Source: an optimization exercise on an open RTL-to-GDS flow (aim: small area, a short achievable clock period and few clock cycles per item). Production flows keep margins and buffers that such runs may drop. Where RTL was checked, it was by simulation tests only, not by an equivalence proof against the original.

==> flow/design.v <==
package wavp_pkg;
    localparam logic [3:0] ChunkLimitReset = 4'd10;
    localparam logic [2:0] StHeader      = 3'd0;
    localparam logic [2:0] StPayload     = 3'd1;
    localparam logic [2:0] StDone        = 3'd2;
    localparam logic [2:0] StBadRiff     = 3'd3;
    localparam logic [2:0] StBadWave     = 3'd4;
    localparam logic [2:0] StBadChannels = 3'd5;
    localparam logic [2:0] StNoData      = 3'd6;
    localparam logic [2:0] StTruncated   = 3'd7;
endpackage
import wavp_pkg::*;
module wav_header_chunk_parser (
    input  logic        clk,
    input  logic        rst_n,
    input  logic        in_valid,
    output logic        in_stall,
    input  logic [7:0]  byte_value,
    input  logic        end_of_file,
    input  logic        cfg_valid,
    output logic        cfg_ready,
    input  logic [3:0]  cfg_data,
    output logic        out_valid,
    input  logic        out_stall,
    output logic        payload_valid,
    output logic [7:0]  payload_byte,
    output logic        payload_last,
    output logic [15:0] audio_format,
    output logic [15:0] num_channels,
    output logic [31:0] sample_freq,
    output logic [15:0] bits_per_sample,
    output logic [31:0] payload_size,
    output logic [2:0]  status
);
    logic [5:0]  pos_q;              
    logic        first_q;            
    logic        ph_h, ph_w, ph_p;   
    logic [2:0]  st_q;               
    logic [15:0] fmt_q, ch_q, bits_q;
    logic [31:0] rate_q, psize_q;
    logic [31:0] cnt_q;              
    logic [2:0]  hc_q;               
    logic        skip_q;             
    logic        match_q;            
    logic [3:0]  chunks_q;
    logic [3:0]  limit_q;
    logic        ov_q, pv_q, pl_q;
    logic [7:0]  pb_q;
    logic [5:0]  pos_n;
    logic [2:0]  st_n;
    logic        phh_n, phw_n, php_n;
    logic [2:0]  hc_n;
    logic        skip_n, match_n;
    logic [3:0]  chunks_n;
    logic        pv_n, pl_n;
    logic        hold, acc, take, src_eof;
    logic        a_v, a_eof, b_v, b_eof;
    logic [7:0]  a_d, b_d;
    logic        live, chk;
    logic [7:0]  d;
    logic [31:0] size;
    logic [31:0] cnt_dec;
    logic [3:0]  cz_q;               
    logic [3:0]  cz_n, brw;
    logic [3:0]  chunks_dec;
    logic [7:0]  in_d;
    logic        in_eof;
    logic        a_z, a_R, a_I, a_F, a_W, a_A, a_V, a_E, a_dd, a_a, a_t;
    logic        hdr_eq, id_eq;
    logic        p3, p11, p23, w7;
    logic        w7_q;                  
    logic        hdr_ok, id_ok;
    logic        cnt_one, size_zero;
    logic        cnt_one_q;
    logic        cnt_count, cnt_load, psize_load;
    assign hold      = ov_q & out_stall;
    assign in_stall  = b_v;
    assign take      = in_valid & ~b_v;
    assign acc       = a_v & ~hold;
    assign d         = a_d;
    assign in_d      = b_v ? b_d : byte_value;
    assign in_eof    = b_v ? b_eof : end_of_file;
    assign src_eof   = a_eof;
    assign cfg_ready = 1'b1;
    assign p3         = (pos_q == 6'd3);
    assign p11        = (pos_q == 6'd11);
    assign p23        = (pos_q == 6'd23);
    assign w7         = w7_q && ph_w;
    assign live       = ph_h || ph_w || ph_p || (st_q == StDone);
    assign size       = {d, cnt_q[31:8]};
    assign brw = {cz_q[2] & cz_q[1] & cz_q[0], cz_q[1] & cz_q[0], cz_q[0], 1'b1};
    always_comb
    begin
        for (int k = 0; k < 4; k++)
        begin
            cnt_dec[8*k +: 8] = brw[k] ? cnt_q[8*k +: 8] - 8'd1 : cnt_q[8*k +: 8];
            cz_n[k]           = brw[k] ? (cnt_q[8*k +: 8] == 8'd1) : cz_q[k];
        end
    end
    assign chunks_dec = chunks_q - 1'b1;
    assign cnt_one    = cnt_one_q;
    assign size_zero  = a_z && (cz_q[3:1] == 3'b111);
    always_comb
    begin
        case (pos_q[1:0])
            2'd0:    hdr_eq = pos_q[3] ? a_W : a_R;
            2'd1:    hdr_eq = pos_q[3] ? a_A : a_I;
            2'd2:    hdr_eq = pos_q[3] ? a_V : a_F;
            default: hdr_eq = pos_q[3] ? a_E : a_F;
        endcase
        case (hc_q[1:0])
            2'd0:    id_eq = a_dd;
            2'd1:    id_eq = a_a;
            2'd2:    id_eq = a_t;
            default: id_eq = a_a;
        endcase
    end
    assign hdr_ok = hdr_eq && (pos_q[1:0] == 2'd0 || match_q);
    assign id_ok  = id_eq && (hc_q[1:0] == 2'd0 || match_q);
    assign cnt_count  = ph_p || (ph_w && skip_q);
    assign cnt_load   = cnt_count || (ph_w && hc_q[2]);
    assign psize_load = w7 && (chunks_q != 4'd0) && match_q;
    always_comb
    begin
        phh_n    = ph_h;
        phw_n    = ph_w;
        php_n    = ph_p;
        st_n     = st_q;
        hc_n     = hc_q;
        skip_n   = skip_q;
        match_n  = match_q;
        chunks_n = chunks_q;
        pv_n     = 1'b0;
        pl_n     = 1'b0;
        chk = live && p23
              && !(a_z && (ch_q[7:0] == 8'd1 || ch_q[7:0] == 8'd2));
        if (chk)
        begin
            phh_n = 1'b0;
            phw_n = 1'b0;
            php_n = 1'b0;
            st_n  = StBadChannels;
        end
        else if (ph_h)
        begin
            st_n    = StHeader;
            match_n = hdr_ok;
            if (p3 && !hdr_ok)
            begin
                phh_n = 1'b0;
                st_n  = StBadRiff;
            end
            else if (p11)
            begin
                phh_n = 1'b0;
                if (!hdr_ok)
                    st_n = StBadWave;
                else
                begin
                    phw_n    = 1'b1;
                    hc_n     = 3'd0;
                    skip_n   = 1'b0;
                    chunks_n = limit_q;
                end
            end
        end
        else if (ph_w)
        begin
            st_n = StHeader;
            if (skip_q)
                skip_n = !cnt_one;
            else
            begin
                hc_n = hc_q + 1'b1;
                if (!hc_q[2])
                    match_n = id_ok;
                else if (w7)
                begin
                    if (chunks_q == 4'd0)
                    begin
                        phw_n = 1'b0;
                        st_n  = StNoData;
                    end
                    else if (match_q)
                    begin
                        phw_n = 1'b0;
                        php_n = !size_zero;
                        st_n  = size_zero ? StDone : StPayload;
                    end
                    else
                    begin
                        chunks_n = chunks_dec;
                        skip_n   = !size_zero;
                        if (chunks_q == 4'd1)
                        begin
                            phw_n = 1'b0;
                            st_n  = StNoData;
                        end
                    end
                end
            end
        end
        else if (ph_p)
        begin
            pv_n = 1'b1;
            st_n = StPayload;
            if (cnt_one)
            begin
                php_n = 1'b0;
                pl_n  = 1'b1;
                st_n  = StDone;
            end
        end
        if (src_eof)
        begin
            if (phh_n || php_n)
                st_n = StTruncated;
            else if (phw_n)
                st_n = StNoData;
            phh_n = 1'b1;
            phw_n = 1'b0;
            php_n = 1'b0;
        end
        if (src_eof)
            pos_n = 6'd0;
        else if (pos_q != 6'd36)
            pos_n = pos_q + 1'b1;
        else
            pos_n = pos_q;
    end
    always_ff @(posedge clk or negedge rst_n)
    begin
        if (!rst_n)
            limit_q <= ChunkLimitReset;
        else if (cfg_valid)
            limit_q <= cfg_data;
    end
    always_ff @(posedge clk or negedge rst_n)
    begin
        if (!rst_n)
        begin
            ov_q    <= 1'b0;
            a_v     <= 1'b0;
            b_v     <= 1'b0;
            pos_q   <= 6'd0;
            first_q <= 1'b1;
            ph_h    <= 1'b1;
            ph_w    <= 1'b0;
            ph_p    <= 1'b0;
        end
        else
        begin
            ov_q <= acc | hold;
            a_v  <= acc ? (b_v | take) : (a_v | take);
            b_v  <= b_v ? !acc : (take && a_v && !acc);
            if (acc)
            begin
                pos_q   <= pos_n;
                first_q <= src_eof;
                ph_h    <= phh_n;
                ph_w    <= phw_n;
                ph_p    <= php_n;
            end
        end
    end
    logic [7:0]  dcap;
    logic [9:0]  lane;
    logic [9:0]  lane_en;
    logic        psize_en, cnt_en;
    assign dcap = first_q ? 8'd0 : d;
    always_comb
    begin
        lane[0] = (pos_q == 6'd20);
        lane[1] = (pos_q == 6'd21);
        lane[2] = (pos_q == 6'd22);
        lane[3] = (pos_q == 6'd23);
        lane[4] = (pos_q == 6'd24);
        lane[5] = (pos_q == 6'd25);
        lane[6] = (pos_q == 6'd26);
        lane[7] = (pos_q == 6'd27);
        lane[8] = (pos_q == 6'd34);
        lane[9] = (pos_q == 6'd35);
        lane_en = acc ? (first_q ? 10'h3ff : (live ? lane : 10'd0)) : 10'd0;
    end
    always_ff @(posedge clk)
    begin
        if (lane_en[0]) fmt_q[7:0]    <= dcap;
        if (lane_en[1]) fmt_q[15:8]   <= dcap;
        if (lane_en[2]) ch_q[7:0]     <= dcap;
        if (lane_en[3]) ch_q[15:8]    <= dcap;
        if (lane_en[4]) rate_q[7:0]   <= dcap;
        if (lane_en[5]) rate_q[15:8]  <= dcap;
        if (lane_en[6]) rate_q[23:16] <= dcap;
        if (lane_en[7]) rate_q[31:24] <= dcap;
        if (lane_en[8]) bits_q[7:0]   <= dcap;
        if (lane_en[9]) bits_q[15:8]  <= dcap;
    end
    assign psize_en = acc && (first_q || psize_load);
    assign cnt_en   = acc && cnt_load;
    always_ff @(posedge clk)
    begin
        if (psize_en)
            psize_q <= first_q ? 32'd0 : size;
        if (cnt_en)
        begin
            cnt_q     <= cnt_count ? cnt_dec : size;
            cz_q      <= cnt_count ? cz_n : {a_z, cz_q[3:1]};
            cnt_one_q <= cnt_count ? (cz_q[3:1] == 3'b111 && cnt_q[7:0] == 8'd2)
                                   : (a_z && cz_q[3:2] == 2'b11 && cnt_q[15:8] == 8'd1);
        end
    end
    always_ff @(posedge clk)
    begin
        if (acc || !a_v)
        begin
            a_d   <= in_d;
            a_eof <= in_eof;
            a_z   <= (in_d == 8'h00);
            a_R   <= (in_d == 8'h52);
            a_I   <= (in_d == 8'h49);
            a_F   <= (in_d == 8'h46);
            a_W   <= (in_d == 8'h57);
            a_A   <= (in_d == 8'h41);
            a_V   <= (in_d == 8'h56);
            a_E   <= (in_d == 8'h45);
            a_dd  <= (in_d == 8'h64);
            a_a   <= (in_d == 8'h61);
            a_t   <= (in_d == 8'h74);
        end
        if (!b_v)
        begin
            b_d   <= byte_value;
            b_eof <= end_of_file;
        end
    end
    always_ff @(posedge clk)
    begin
        if (acc)
        begin
            st_q     <= st_n;
            hc_q     <= hc_n;
            skip_q   <= skip_n;
            match_q  <= match_n;
            chunks_q <= chunks_n;
            w7_q     <= ph_w && !skip_q && (hc_q == 3'd6);
            pv_q     <= pv_n;
            pl_q     <= pl_n;
            pb_q     <= pv_n ? d : 8'd0;
        end
    end
    assign out_valid       = ov_q;
    assign payload_valid   = pv_q;
    assign payload_byte    = pb_q;
    assign payload_last    = pl_q;
    assign audio_format    = fmt_q;
    assign num_channels    = ch_q;
    assign sample_freq     = rate_q;
    assign bits_per_sample = bits_q;
    assign payload_size    = psize_q;
    assign status          = st_q;
endmodule
clock: 5.5 ns
lec_check: 0
abc_area: 1
cap_margin: 20
core_margin: 2
core_utilization: 55
cts_cluster_diameter: 100
cts_cluster_size: 25
setup_slack_margin: 3.3
slew_margin: 20
standard.sh (not shown) runs the stock make flow with config.mk's settings and CLKGATE_MAP_FILE= SYNTH_SCRIPT=/design/flow/synth_recipe.tcl, a recipe that flattens the netlist after the stock synthesis.
==> flow/flow/run.sh <==
#!/bin/bash
# Standard ORFS layout, except that the port buffers use a small buffer cell
# (buf_1) instead of the delay-buffer cell buffer_ports picks by default;
# repair_design / repair_timing still resize them where needed.
set -euo pipefail
export BUFFER_PORTS_ARGS="-buffer_cell sky130_fd_sc_hd__buf_1"
bash standard.sh > standard.log 2>&1
Testbench counts at the start, summed over its fixed seeds: cycles 34,680, items 34,664.
Next try:
--- a/flow/design.v
+++ b/flow/design.v
@@ -34,6 +34,7 @@
 );
     logic [5:0]  pos_q;              
     logic        first_q;            
+    assign first_q = (pos_q == 6'd0);
     logic        ph_h, ph_w, ph_p;   
     logic [2:0]  st_q;               
     logic [15:0] fmt_q, ch_q, bits_q;
@@ -65,7 +66,10 @@
     logic [3:0]  chunks_dec;
     logic [7:0]  in_d;
     logic        in_eof;
-    logic        a_z, a_R, a_I, a_F, a_W, a_A, a_V, a_E, a_dd, a_a, a_t;
+    logic        a_z;
+    logic [3:0]  a_c, in_c;
+    localparam logic [3:0] CNone = 4'd0, CR = 4'd1, CI = 4'd2, CF = 4'd3, CW = 4'd4,
+                           CA = 4'd5, CV = 4'd6, CE = 4'd7, Cd = 4'd8, Ca = 4'd9, Ct = 4'd10;
     logic        hdr_eq, id_eq;
     logic        p3, p11, p23, w7;
     logic        w7_q;                  
@@ -80,6 +84,22 @@
     assign d         = a_d;
     assign in_d      = b_v ? b_d : byte_value;
     assign in_eof    = b_v ? b_eof : end_of_file;
+    always_comb
+    begin
+        case (in_d)
+            8'h52:   in_c = CR;
+            8'h49:   in_c = CI;
+            8'h46:   in_c = CF;
+            8'h57:   in_c = CW;
+            8'h41:   in_c = CA;
+            8'h56:   in_c = CV;
+            8'h45:   in_c = CE;
+            8'h64:   in_c = Cd;
+            8'h61:   in_c = Ca;
+            8'h74:   in_c = Ct;
+            default: in_c = CNone;
+        endcase
+    end
     assign src_eof   = a_eof;
     assign cfg_ready = 1'b1;
     assign p3         = (pos_q == 6'd3);
@@ -103,16 +123,16 @@
     always_comb
     begin
         case (pos_q[1:0])
-            2'd0:    hdr_eq = pos_q[3] ? a_W : a_R;
-            2'd1:    hdr_eq = pos_q[3] ? a_A : a_I;
-            2'd2:    hdr_eq = pos_q[3] ? a_V : a_F;
-            default: hdr_eq = pos_q[3] ? a_E : a_F;
+            2'd0:    hdr_eq = (a_c == (pos_q[3] ? CW : CR));
+            2'd1:    hdr_eq = (a_c == (pos_q[3] ? CA : CI));
+            2'd2:    hdr_eq = (a_c == (pos_q[3] ? CV : CF));
+            default: hdr_eq = (a_c == (pos_q[3] ? CE : CF));
         endcase
         case (hc_q[1:0])
-            2'd0:    id_eq = a_dd;
-            2'd1:    id_eq = a_a;
-            2'd2:    id_eq = a_t;
-            default: id_eq = a_a;
+            2'd0:    id_eq = (a_c == Cd);
+            2'd1:    id_eq = (a_c == Ca);
+            2'd2:    id_eq = (a_c == Ct);
+            default: id_eq = (a_c == Ca);
         endcase
     end
     assign hdr_ok = hdr_eq && (pos_q[1:0] == 2'd0 || match_q);
@@ -243,7 +263,6 @@
             a_v     <= 1'b0;
             b_v     <= 1'b0;
             pos_q   <= 6'd0;
-            first_q <= 1'b1;
             ph_h    <= 1'b1;
             ph_w    <= 1'b0;
             ph_p    <= 1'b0;
@@ -256,7 +275,6 @@
             if (acc)
             begin
                 pos_q   <= pos_n;
-                first_q <= src_eof;
                 ph_h    <= phh_n;
                 ph_w    <= phw_n;
                 ph_p    <= php_n;
@@ -316,16 +334,7 @@
             a_d   <= in_d;
             a_eof <= in_eof;
             a_z   <= (in_d == 8'h00);
-            a_R   <= (in_d == 8'h52);
-            a_I   <= (in_d == 8'h49);
-            a_F   <= (in_d == 8'h46);
-            a_W   <= (in_d == 8'h57);
-            a_A   <= (in_d == 8'h41);
-            a_V   <= (in_d == 8'h56);
-            a_E   <= (in_d == 8'h45);
-            a_dd  <= (in_d == 8'h64);
-            a_a   <= (in_d == 8'h61);
-            a_t   <= (in_d == 8'h74);
+            a_c   <= in_c;
         end
         if (!b_v)
         begin
Effect: Core utilization grows by 0.40 points. Area after synthesis drops by 1.5%. Die area drops by 1.4%. Worst setup slack is worse by 11 ps. Routed wire length came out lower by 3.8%.
No functional check of the RTL was part of the second run of this note.

-- port drivers added, routing unchanged --
The flow's constraints put no driver on any port. The routed layouts listed below were extracted and timed again, unchanged, in two steps. Step 1: set_driving_cell puts a clkbuf_16 on clk and a buf_2 on each other input, an assumption about the parent block. Step 2 moves the port delays by t, midway between the first and last clock arrival at a register: inputs arrive t later, outputs are due t later. That takes back most of the time a late clock gives input paths. Slacks: ideal / step 1 / step 2; pairs: ideal / step 1.
run	t (ns)	slack for setup (ns)	hold WS [ns]
the first run	0.508	3.341 / 3.296 / 2.877	0.468 / 0.468 / 0.468
the second run	0.506	3.330 / 3.286 / 2.927	0.497 / 0.497 / 0.497
After both steps every run listed still meets setup and hold. For the first run, which loses most, drivers alone change the setup slack by -0.045 ns; drivers and shift together by -0.464 ns.
